From an optimization exercise on the open Yosys and OpenROAD flow, aimed at small area; shortcuts taken in it are not production practice. At most, simulation tests tie the RTL to the original design; equivalence was not proved. Power and IR drop assume default switching activity. No driver is modelled on the clock port, so clocking that relies on it looks cheaper here than on a real chip.

Setup of pepper:
Design rhd_recorder, start of the top module:
module rhd_recorder (
    input  wire                        clk,
    input  wire                        rstn,
    input  wire                        record_start,
    input  wire [4-1:0]  miso,
    output logic                       busy,
    output logic                       done,
    output logic                       cs,
    output logic                       sclk,
    output logic                       mosi,
    output rhd_pkg::channel_t          channel,
    output logic                       sample_valid,
    output rhd_pkg::sample_index_t     sample_index,
    output rhd_pkg::sample_t           sample_data
);
    localparam int XFER  = 2 * 2 * 16 + 3 + 3;    
    localparam int RING  = XFER - 1;                                                    
    localparam int FIRST = 2;                                          
    localparam int LAST  = 2 + 32 - 1;                  
    logic       strm;      
    logic [6:0] u;         
    logic       act;       
    logic       xfer;      
    assign u    = sample_index[6:0];
    assign xfer = busy && !strm;
    assign act  = !strm && (channel <= 6'(LAST));    
    assign done = strm && !sample_valid && (sample_index == 8'd0);
    always_ff @(posedge clk) begin
        if (!rstn) begin
            busy         <= 1'b0;
            strm         <= 1'b0;
            channel      <= '0;
            sample_index <= '0;
            sample_valid <= 1'b0;
        end else begin
            sample_index <= sample_index + 1'b1;
            if (!busy) begin
                sample_index <= '0;
                if (record_start) begin
                    busy    <= 1'b1;
                    channel <= '0;
                end
            end else if (!strm) begin
                if (u == 7'(XFER - 1)) begin
                    sample_index <= '0;
                    if (channel == 6'(40 - 1)) begin
                        strm         <= 1'b1;
                        sample_index <= 8'd254;    
                    end else begin
                        channel <= channel + 1'b1;
                    end
                end
            end else begin
                if (sample_index == 8'd255) begin
                    sample_valid <= !sample_valid;
                end
                if (done) begin
                    busy <= 1'b0;
  ...
export LEC_CHECK = 0
export CAP_MARGIN = 20
export CORE_MARGIN = 2
export CORE_UTILIZATION = 60
export CTS_BUF_LIST = sky130_fd_sc_hd__clkbuf_8
export CTS_CLUSTER_DIAMETER = 40
export CTS_CLUSTER_SIZE = 22
export PLACE_DENSITY = 0.7
export SLEW_MARGIN = 20
create_clock -name core_clock -period 10.0 [get_ports {clk}]
run.sh (not shown) runs the stock make flow with config.mk's settings and CLKGATE_MAP_FILE= SYNTH_SCRIPT=/design/flow/synth_recipe.tcl, a recipe that flattens the netlist after the stock synthesis.
pepper finished every step from synthesis to the final layout, and the layout passed the timing, DRC and antenna checks.
Relative to pepper, the following input files were edited for ember:
- CTS_CLUSTER_DIAMETER now 50, was 40
- CTS_BUF_LIST now sky130_fd_sc_hd__clkbuf_16, was sky130_fd_sc_hd__clkbuf_8
- CTS_CLUSTER_SIZE now 36, was 22
### Flow results
- ember and pepper all finish clean.
- | wire length of the first global-routing pass | pepper vs ember | ≈ equal |
- The relative area of non-clock buffer cells in the final design was comparable across ember and pepper.
- Setup slack delta for ember relative to pepper: 0.089 ns higher
- Summary — routed wire length, ember relative to pepper: higher, by 0.58%.
- ember vs. pepper: via count of the first global-routing pass lost 729; peak supply drop increased 14 uV; final instance count without filler cells lower.
- pepper -> ember: peak fanout along the critical path decreased by a few percent
- Final standard cell utilization of the core essentially unchanged between pepper and ember.
- On cell area, ember and pepper are neck and neck.
No functional check of the RTL was part of any run of this note.

Another version of the RTL of rhd_recorder (not shown whole).
Size in the first run: roughly 4,900 cells after synthesis, about 43 I/O pins, ~86,000 um2 of cells after synthesis.
export LEC_CHECK = 0
export CAP_MARGIN = 20
export CORE_MARGIN = 2
export CORE_UTILIZATION = 65
export CTS_BUF_LIST = sky130_fd_sc_hd__clkbuf_16
export CTS_CLUSTER_DIAMETER = 70
export CTS_CLUSTER_SIZE = 32
export PLACE_DENSITY = 0.75
export SLEW_MARGIN = 20
create_clock -name core_clock -period 10.0 [get_ports {clk}]
standard.sh (not shown) runs the stock make flow with config.mk's settings and CLKGATE_MAP_FILE= SYNTH_SCRIPT=/design/flow/synth_recipe.tcl, a recipe that flattens the netlist after the stock synthesis.
==> flow/flow/run.sh <==
#!/bin/bash
# Standard layout with three changes:
#  - synthesis maps logic with an area-only ABC script (flow/abc_area_map.script);
#    everything else in synthesis is the standard script, so the registers are
#    the standard synthesis's;
#  - no dummy loads in the clock tree, larger leaf clusters;
#  - the smallest buffer on the ports.
set -euo pipefail
cd "$(dirname "$0")/.."
rm -rf synth_scripts
cp -r "$FLOW_HOME/scripts" synth_scripts
cp flow/abc_area_map.script synth_scripts/abc_speed.script
bash standard.sh "SCRIPTS_DIR=$PWD/synth_scripts" synth > flow_synth.log 2>&1
bash standard.sh \
  "CTS_ARGS=-sink_clustering_enable -repair_clock_nets -sink_clustering_size 36 -sink_clustering_max_diameter 90 -buf_list sky130_fd_sc_hd__clkbuf_16 -dont_use_dummy_load" \
  "BUFFER_PORTS_ARGS=-buffer_cell sky130_fd_sc_hd__buf_1" \
  finish > flow_make.log 2>&1
==> flow/flow/abc_area_map.script <==
strash
dc2
dch -f
map -a
topo
The first run ran to the end with no violations.
Change:
==> flow/flow/run.sh (replaced) <==
#!/bin/bash
# Standard layout with two CTS/port-buffer changes: no dummy loads in the
# clock tree, and the smallest buffer on the ports.
set -euo pipefail
cd "$(dirname "$0")/.."
bash standard.sh \
  "CTS_ARGS=-sink_clustering_enable -repair_clock_nets -sink_clustering_size 32 -sink_clustering_max_diameter 70 -buf_list sky130_fd_sc_hd__clkbuf_16 -dont_use_dummy_load" \
  "BUFFER_PORTS_ARGS=-buffer_cell sky130_fd_sc_hd__buf_1" \
  finish > flow_make.log 2>&1
Settings changed: CORE_UTILIZATION 65 to 40, PLACE_DENSITY 0.75 to not set.
removed: flow/flow/abc_area_map.script
The changed run finished with timing, DRC and antenna clean; design area increases by about 3%; maximum frequency increases by 7.2%; total power increases by about 1.7%; final cell count increases by 14%; utilization decreases by 26 points; sequential share of layout area decreases by 2.5 points; synthesized cell count decreases by 2.8%; clock skew increases by 0.051 ns; setup slack gets better by 0.44 ns; wire length decreases by about 5.4%.
Change:
==> flow/flow/run.sh (replaced) <==
#!/bin/bash
# Standard layout with three changes:
#  - synthesis maps logic with an area-only ABC script (flow/abc_area_map.script);
#    everything else in synthesis is the standard script, so the registers are
#    the standard synthesis's;
#  - no dummy loads in the clock tree, larger leaf clusters;
#  - the smallest buffer on the ports.
set -euo pipefail
cd "$(dirname "$0")/.."
rm -rf synth_scripts
cp -r "$FLOW_HOME/scripts" synth_scripts
cp flow/abc_area_map.script synth_scripts/abc_speed.script
bash standard.sh "SCRIPTS_DIR=$PWD/synth_scripts" synth > flow_synth.log 2>&1
bash standard.sh \
  "CTS_ARGS=-sink_clustering_enable -repair_clock_nets -sink_clustering_size 35 -sink_clustering_max_diameter 90 -buf_list sky130_fd_sc_hd__clkbuf_16 -dont_use_dummy_load" \
  "BUFFER_PORTS_ARGS=-buffer_cell sky130_fd_sc_hd__buf_1" \
  finish > flow_make.log 2>&1
==> flow/flow/abc_area_map.script (new file) <==
strash
dch
map -a
topo
Settings changed: CORE_UTILIZATION 40 to 55, PLACE_DENSITY set to 0.65.
Effect: Synthesized area goes down slightly; count of clock-buffer cells in the layout decreases by 17; cell count went down by a little under a tenth; routed wire length falls slightly; clock skew fell by 0.061 ns; non-clock buffer count went up by 2; global-route usage came out higher by 3.7 points; power came out lower slightly; critical path depth increases by 1; die area fell by a quarter to a third; sequential cell count does not change.
Change:
==> flow/flow/run.sh (replaced) <==
#!/bin/bash
# Standard layout with two CTS/port-buffer changes: no dummy loads in the
# clock tree, and the smallest buffer on the ports.
set -euo pipefail
cd "$(dirname "$0")/.."
bash standard.sh \
  "CTS_ARGS=-sink_clustering_enable -repair_clock_nets -sink_clustering_size 35 -sink_clustering_max_diameter 90 -buf_list sky130_fd_sc_hd__clkbuf_16 -dont_use_dummy_load" \
  "BUFFER_PORTS_ARGS=-buffer_cell sky130_fd_sc_hd__buf_1" \
  finish > flow_make.log 2>&1
Settings changed: CAP_MARGIN 20 to 0, CORE_UTILIZATION 55 to 40, PLACE_DENSITY 0.65 to not set, SLEW_MARGIN 20 to 0.
removed: flow/flow/abc_area_map.script
Sequential cell count is unchanged; register-to-register slack improved by 0.52 ns; clock-buffer cell count does not change; global-route usage falls by 3.7 points; critical path depth came out lower by 1; total power stays flat; cell area went up by 1.7%; hold slack loses 0.043 ns; clock skew climbs by 0.020 ns.
Change:
==> flow/flow/run.sh (replaced) <==
#!/bin/bash
# Standard layout with three changes:
#  - synthesis maps logic with an area-only ABC script (flow/abc_area_map.script);
#    everything else in synthesis is the standard script, so the registers are
#    the standard synthesis's;
#  - no dummy loads in the clock tree, larger leaf clusters;
#  - the smallest buffer on the ports.
set -euo pipefail
cd "$(dirname "$0")/.."
rm -rf synth_scripts
cp -r "$FLOW_HOME/scripts" synth_scripts
cp flow/abc_area_map.script synth_scripts/abc_speed.script
bash standard.sh "SCRIPTS_DIR=$PWD/synth_scripts" synth > flow_synth.log 2>&1
bash standard.sh \
  "CTS_ARGS=-sink_clustering_enable -repair_clock_nets -sink_clustering_size 36 -sink_clustering_max_diameter 90 -buf_list sky130_fd_sc_hd__clkbuf_16 -dont_use_dummy_load" \
  "BUFFER_PORTS_ARGS=-buffer_cell sky130_fd_sc_hd__buf_1" \
  finish > flow_make.log 2>&1
==> flow/flow/abc_area_map.script (new file) <==
strash
dc2
dch -f
map -a
topo
Settings changed: CAP_MARGIN 0 to 20, CORE_UTILIZATION 40 to 55, PLACE_DENSITY set to 0.65, SLEW_MARGIN 0 to 20.
Effect:
- The changed run passed the timing, DRC and antenna checks
- die area is lower by 28%
- final area is lower by 1.9%
- sequential share of layout area is higher by 1.7 points

Starting RTL as in the previous note.
clock: 10.0 ns
lec_check: 0
cap_margin: 20
core_margin: 2
core_utilization: 55
cts_buf_list: sky130_fd_sc_hd__clkbuf_16
cts_cluster_diameter: 70
cts_cluster_size: 32
place_density: 0.65
slew_margin: 20
==> flow/flow/run.sh <==
#!/bin/bash
# Standard layout with two CTS/port-buffer changes: no dummy loads in the
# clock tree, and the smallest buffer on the ports.
set -euo pipefail
cd "$(dirname "$0")/.."
bash standard.sh \
  "CTS_ARGS=-sink_clustering_enable -repair_clock_nets -sink_clustering_size 35 -sink_clustering_max_diameter 90 -buf_list sky130_fd_sc_hd__clkbuf_16 -dont_use_dummy_load" \
  "BUFFER_PORTS_ARGS=-buffer_cell sky130_fd_sc_hd__buf_1" \
  finish > flow_make.log 2>&1
The baseline went through all stages and came out clean.
Then changed:
==> flow/flow/run.sh (replaced) <==
#!/bin/bash
# Standard layout with three changes:
#  - synthesis maps logic with an area-only ABC script (flow/abc_area_map.script);
#    everything else in synthesis is the standard script, so the registers are
#    the standard synthesis's;
#  - no dummy loads in the clock tree, larger leaf clusters;
#  - the smallest buffer on the ports.
set -euo pipefail
cd "$(dirname "$0")/.."
rm -rf synth_scripts
cp -r "$FLOW_HOME/scripts" synth_scripts
cp flow/abc_area_map.script synth_scripts/abc_speed.script
bash standard.sh "SCRIPTS_DIR=$PWD/synth_scripts" synth > flow_synth.log 2>&1
bash standard.sh \
  "CTS_ARGS=-sink_clustering_enable -repair_clock_nets -sink_clustering_size 36 -sink_clustering_max_diameter 130 -buf_list sky130_fd_sc_hd__clkbuf_16 -dont_use_dummy_load" \
  "BUFFER_PORTS_ARGS=-buffer_cell sky130_fd_sc_hd__buf_1" \
  finish > flow_make.log 2>&1
==> flow/flow/abc_area_map.script (new file) <==
strash
dc2
dch -f
map -a
topo
=> Clock skew decreases by 15 ps. Setup slack loses 360 ps. Global-route usage hardly moves. Wire length went down by about 0.9%. Count of clock-buffer cells in the layout decreases by 4. Sequential share of layout area rose by 0.80 points. First-iteration DRC count falls by about 13%. Cell area drops by about 0.9%. Sequential power hardly moves. Non-clock buffer count increases by 1. Power drops by about 0.44%.
Then changed:
==> flow/flow/run.sh (replaced) <==
#!/bin/bash
# Standard layout with two CTS/port-buffer changes: no dummy loads in the
# clock tree, and the smallest buffer on the ports.
set -euo pipefail
cd "$(dirname "$0")/.."
bash standard.sh \
  "CTS_ARGS=-sink_clustering_enable -repair_clock_nets -sink_clustering_size 37 -sink_clustering_max_diameter 70 -buf_list sky130_fd_sc_hd__clkbuf_16 -dont_use_dummy_load" \
  "BUFFER_PORTS_ARGS=-buffer_cell sky130_fd_sc_hd__buf_1" \
  finish > flow_make.log 2>&1
Settings changed: CORE_UTILIZATION 55 to 40, PLACE_DENSITY 0.65 to default.
removed: flow/flow/abc_area_map.script
Effect: The changed run produced a clean layout; worst setup slack improved by 450 ps; sequential power is about the same; cell count is higher by about 9%; final area is higher by about 2%.
Then changed:
--- a/flow/flow/run.sh
+++ b/flow/flow/run.sh
@@ -7 +7 @@
-  "CTS_ARGS=-sink_clustering_enable -repair_clock_nets -sink_clustering_size 37 -sink_clustering_max_diameter 70 -buf_list sky130_fd_sc_hd__clkbuf_16 -dont_use_dummy_load" \
+  "CTS_ARGS=-sink_clustering_enable -repair_clock_nets -sink_clustering_size 35 -sink_clustering_max_diameter 70 -buf_list sky130_fd_sc_hd__clkbuf_16 -dont_use_dummy_load" \
Effect: The new run finished with timing, DRC and antenna clean. Count of clock-buffer cells in the layout increases by 6. Via count stays flat. Fmax increases by 0.71%. Total power increases by 0.43%. Flip-flop and latch count stays the same. Synthesized area stays the same. Wire length stays flat. Final area is about the same.

Setup of violet:
rhd_recorder again, from the RTL that the note above started with.
==> flow/config.mk <==
export PLATFORM = sky130hd
export DESIGN_NAME = rhd_recorder
export DESIGN_NICKNAME = rhd_recorder
export VERILOG_FILES = /design/flow/design.v
export SDC_FILE = /design/flow/constraint.sdc
export NUM_CORES = 4
export LEC_CHECK = 0
export CAP_MARGIN = 20
export CORE_MARGIN = 2
export CORE_UTILIZATION = 40
export CTS_BUF_LIST = sky130_fd_sc_hd__clkbuf_16
export CTS_CLUSTER_DIAMETER = 70
export CTS_CLUSTER_SIZE = 32
export SLEW_MARGIN = 20
==> flow/constraint.sdc <==
create_clock -name core_clock -period 10.0 [get_ports {clk}]
set_input_delay 2.0000 -clock core_clock [delete_from_list [all_inputs] [get_ports {clk}]]
set_output_delay 2.0000 -clock core_clock [all_outputs]
set_load 0.01 [all_outputs]
==> flow/flow/run.sh <==
#!/bin/bash
# Standard layout with two CTS/port-buffer changes: no dummy loads in the
# clock tree, and the smallest buffer on the ports.
set -euo pipefail
cd "$(dirname "$0")/.."
bash standard.sh \
  "CTS_ARGS=-sink_clustering_enable -repair_clock_nets -sink_clustering_size 32 -sink_clustering_max_diameter 70 -buf_list {sky130_fd_sc_hd__clkbuf_8 sky130_fd_sc_hd__clkbuf_16} -sink_clustering_buffer sky130_fd_sc_hd__clkbuf_16 -dont_use_dummy_load" \
  "BUFFER_PORTS_ARGS=-buffer_cell sky130_fd_sc_hd__buf_1" \
  finish > flow_make.log 2>&1
In summary, violet completed successfully, with a layout that passed the timing, DRC and antenna checks.
--- input diff violet..garnet ---
==> flow/flow/run.sh <==
#!/bin/bash
# Standard layout with three changes:
#  - synthesis maps logic with an area-only ABC script (flow/abc_area_map.script);
#    everything else in synthesis is the standard script, so the registers are
#    the standard synthesis's;
#  - no dummy loads in the clock tree, larger leaf clusters;
#  - the smallest buffer on the ports.
set -euo pipefail
cd "$(dirname "$0")/.."
rm -rf synth_scripts
cp -r "$FLOW_HOME/scripts" synth_scripts
cp flow/abc_area_map.script synth_scripts/abc_speed.script
bash standard.sh "SCRIPTS_DIR=$PWD/synth_scripts" synth > flow_synth.log 2>&1
bash standard.sh \
  "CTS_ARGS=-sink_clustering_enable -repair_clock_nets -sink_clustering_size 36 -sink_clustering_max_diameter 90 -buf_list sky130_fd_sc_hd__clkbuf_16 -dont_use_dummy_load" \
  "BUFFER_PORTS_ARGS=-buffer_cell sky130_fd_sc_hd__buf_1" \
  finish > flow_make.log 2>&1
==> flow/flow/abc_area_map.script (new file) <==
strash
dch
map -a
topo
diff --git a/flow/config.mk b/flow/config.mk
--- a/flow/config.mk
+++ b/flow/config.mk
@@ -10 +10 @@
-export CORE_UTILIZATION = 40
+export CORE_UTILIZATION = 55
@@ -13,0 +14 @@
+export PLACE_DENSITY = 0.65
[summary]
- Result: PASS for each of garnet and violet
- Final worst-path setup slack, garnet and violet: lower on violet
- Delta (garnet minus violet): sequential share of layout area shows an increase of 1.9 points, internal portion of total power -about 1.8%, cell area down 2.1%, total chip power decreased about 1.7%, area enclosed by the die boundary decreased about 28%.
- violet has a higher total wire length than garnet.
The following lists how cedar was set up differently from garnet:
diff --git a/flow/flow/run.sh b/flow/flow/run.sh
--- a/flow/flow/run.sh
+++ b/flow/flow/run.sh
@@ -15 +15 @@
-  "CTS_ARGS=-sink_clustering_enable -repair_clock_nets -sink_clustering_size 36 -sink_clustering_max_diameter 90 -buf_list sky130_fd_sc_hd__clkbuf_16 -dont_use_dummy_load" \
+  "CTS_ARGS=-sink_clustering_enable -repair_clock_nets -sink_clustering_size 37 -sink_clustering_max_diameter 90 -buf_list sky130_fd_sc_hd__clkbuf_16 -dont_use_dummy_load" \
==> flow/flow/abc_area_map.script <==
strash
dc2
dch -f
map -a
topo
[summary]
- Between cedar and garnet, critical path depth is lower for garnet, cedar comes in above that.
- Area of all placed cells without fillers went down slightly going from garnet to cedar.
- Basic-gate share of the synthesized area counting and, or, nand and nor cells is lower on garnet
- Compared with garnet, cedar is more frugal on power.
- Data arrival at the endpoint of the critical path was higher in cedar than in garnet.
- On die span in x, cedar tracks garnet almost exactly.
- Area after synthesis: garnet vs cedar — no meaningful difference
- garnet leaves more setup margin than cedar.
Input changes introduced in willow (baseline for comparison: cedar):
==> flow/flow/run.sh <==
#!/bin/bash
# Standard layout with two CTS/port-buffer changes: no dummy loads in the
# clock tree, and the smallest buffer on the ports.
set -euo pipefail
cd "$(dirname "$0")/.."
bash standard.sh \
  "CTS_ARGS=-sink_clustering_enable -repair_clock_nets -sink_clustering_size 36 -sink_clustering_max_diameter 90 -buf_list sky130_fd_sc_hd__clkbuf_16 -dont_use_dummy_load" \
  "BUFFER_PORTS_ARGS=-buffer_cell sky130_fd_sc_hd__buf_1" \
  finish > flow_make.log 2>&1
removed: flow/flow/abc_area_map.script
==> results.txt <==
Any difference in power density normalized to cell area between cedar and willow is small enough to ignore. Of willow and cedar, the higher critical path depth belongs to cedar. willow vs. cedar: proportion of synthesized chip area in sequential cells went down by 1.0 points. Run comparison: willow main combinational cell family by area after synthesis multiplexers; cedar main combinational cell family by area after synthesis compound AO/OA/AOI/OAI gates. Side by side, via count turned out lower in willow than in cedar. Compared with cedar, willow shows number of buffers created by CTS that has gone up by more than 10%. Worst setup slack up 0.42 ns in willow wrt cedar.
For nickel, these inputs were changed with respect to willow:
diff --git a/flow/flow/run.sh b/flow/flow/run.sh
--- a/flow/flow/run.sh
+++ b/flow/flow/run.sh
@@ -7 +7 @@
-  "CTS_ARGS=-sink_clustering_enable -repair_clock_nets -sink_clustering_size 36 -sink_clustering_max_diameter 90 -buf_list sky130_fd_sc_hd__clkbuf_16 -dont_use_dummy_load" \
+  "CTS_ARGS=-sink_clustering_enable -repair_clock_nets -sink_clustering_size 35 -sink_clustering_max_diameter 130 -buf_list sky130_fd_sc_hd__clkbuf_16 -dont_use_dummy_load" \
diff --git a/flow/config.mk b/flow/config.mk
--- a/flow/config.mk
+++ b/flow/config.mk
@@ -10 +10 @@
-export CORE_UTILIZATION = 55
+export CORE_UTILIZATION = 40
@@ -14 +13,0 @@
-export PLACE_DENSITY = 0.65
- Per the comparison of nickel with willow, post-route worst setup slack shrank by 0.057 ns; clock insertion delay at the later pin of the skew report grew by 0.03 ns; critical-path maximum fanout grew by 5.
- Against willow, nickel comes in 0.62 ns higher on register-to-register slack.

-- static timing again, ports no longer ideal --
Ports are ideal in the flow. The routed layouts listed here were re-timed in OpenROAD. Step 1 assumes that a clkbuf_16 drives the clock port and a buf_2 every other input. Step 2, shift: input delay + t, output delay - t, t = (earliest + latest rising clock arrival at the registers) / 2. This alone moves slack from input paths to output paths. Three values: ideal, step 1, step 2; two values: the first two.
run	t, ns	slack for setup (ns)	worst data-port slew with drivers (ns)
pepper	1.053	3.121 / 3.047 / 4.100	0.15
ember	0.879	3.210 / 3.133 / 4.011	0.12
the first run of note 2	0.839	3.435 / 3.359 / 4.198	0.10
the second run of note 2	0.827	3.877 / 3.795 / 4.621	0.07
the third run of note 2	0.845	3.946 / 3.867 / 4.712	0.10
the fourth run of note 2	0.839	3.706 / 3.623 / 4.461	0.07
the fifth run of note 2	0.837	3.402 / 3.329 / 4.166	0.11
the first run of note 3	0.845	3.738 / 3.659 / 4.504	0.05
the second run of note 3	0.843	3.381 / 3.309 / 4.152	0.12
the third run of note 3	0.850	3.834 / 3.758 / 4.608	0.07
the fourth run of note 3	0.847	3.878 / 3.794 / 4.640	0.07
violet	0.827	3.877 / 3.795 / 4.621	0.07
garnet	0.851	3.970 / 3.894 / 4.745	0.09
cedar	0.842	3.325 / 3.251 / 4.093	0.11
willow	0.821	3.742 / 3.664 / 4.485	0.05
nickel	0.850	3.686 / 3.610 / 4.460	0.07
After both steps setup and hold are still met in every run listed.
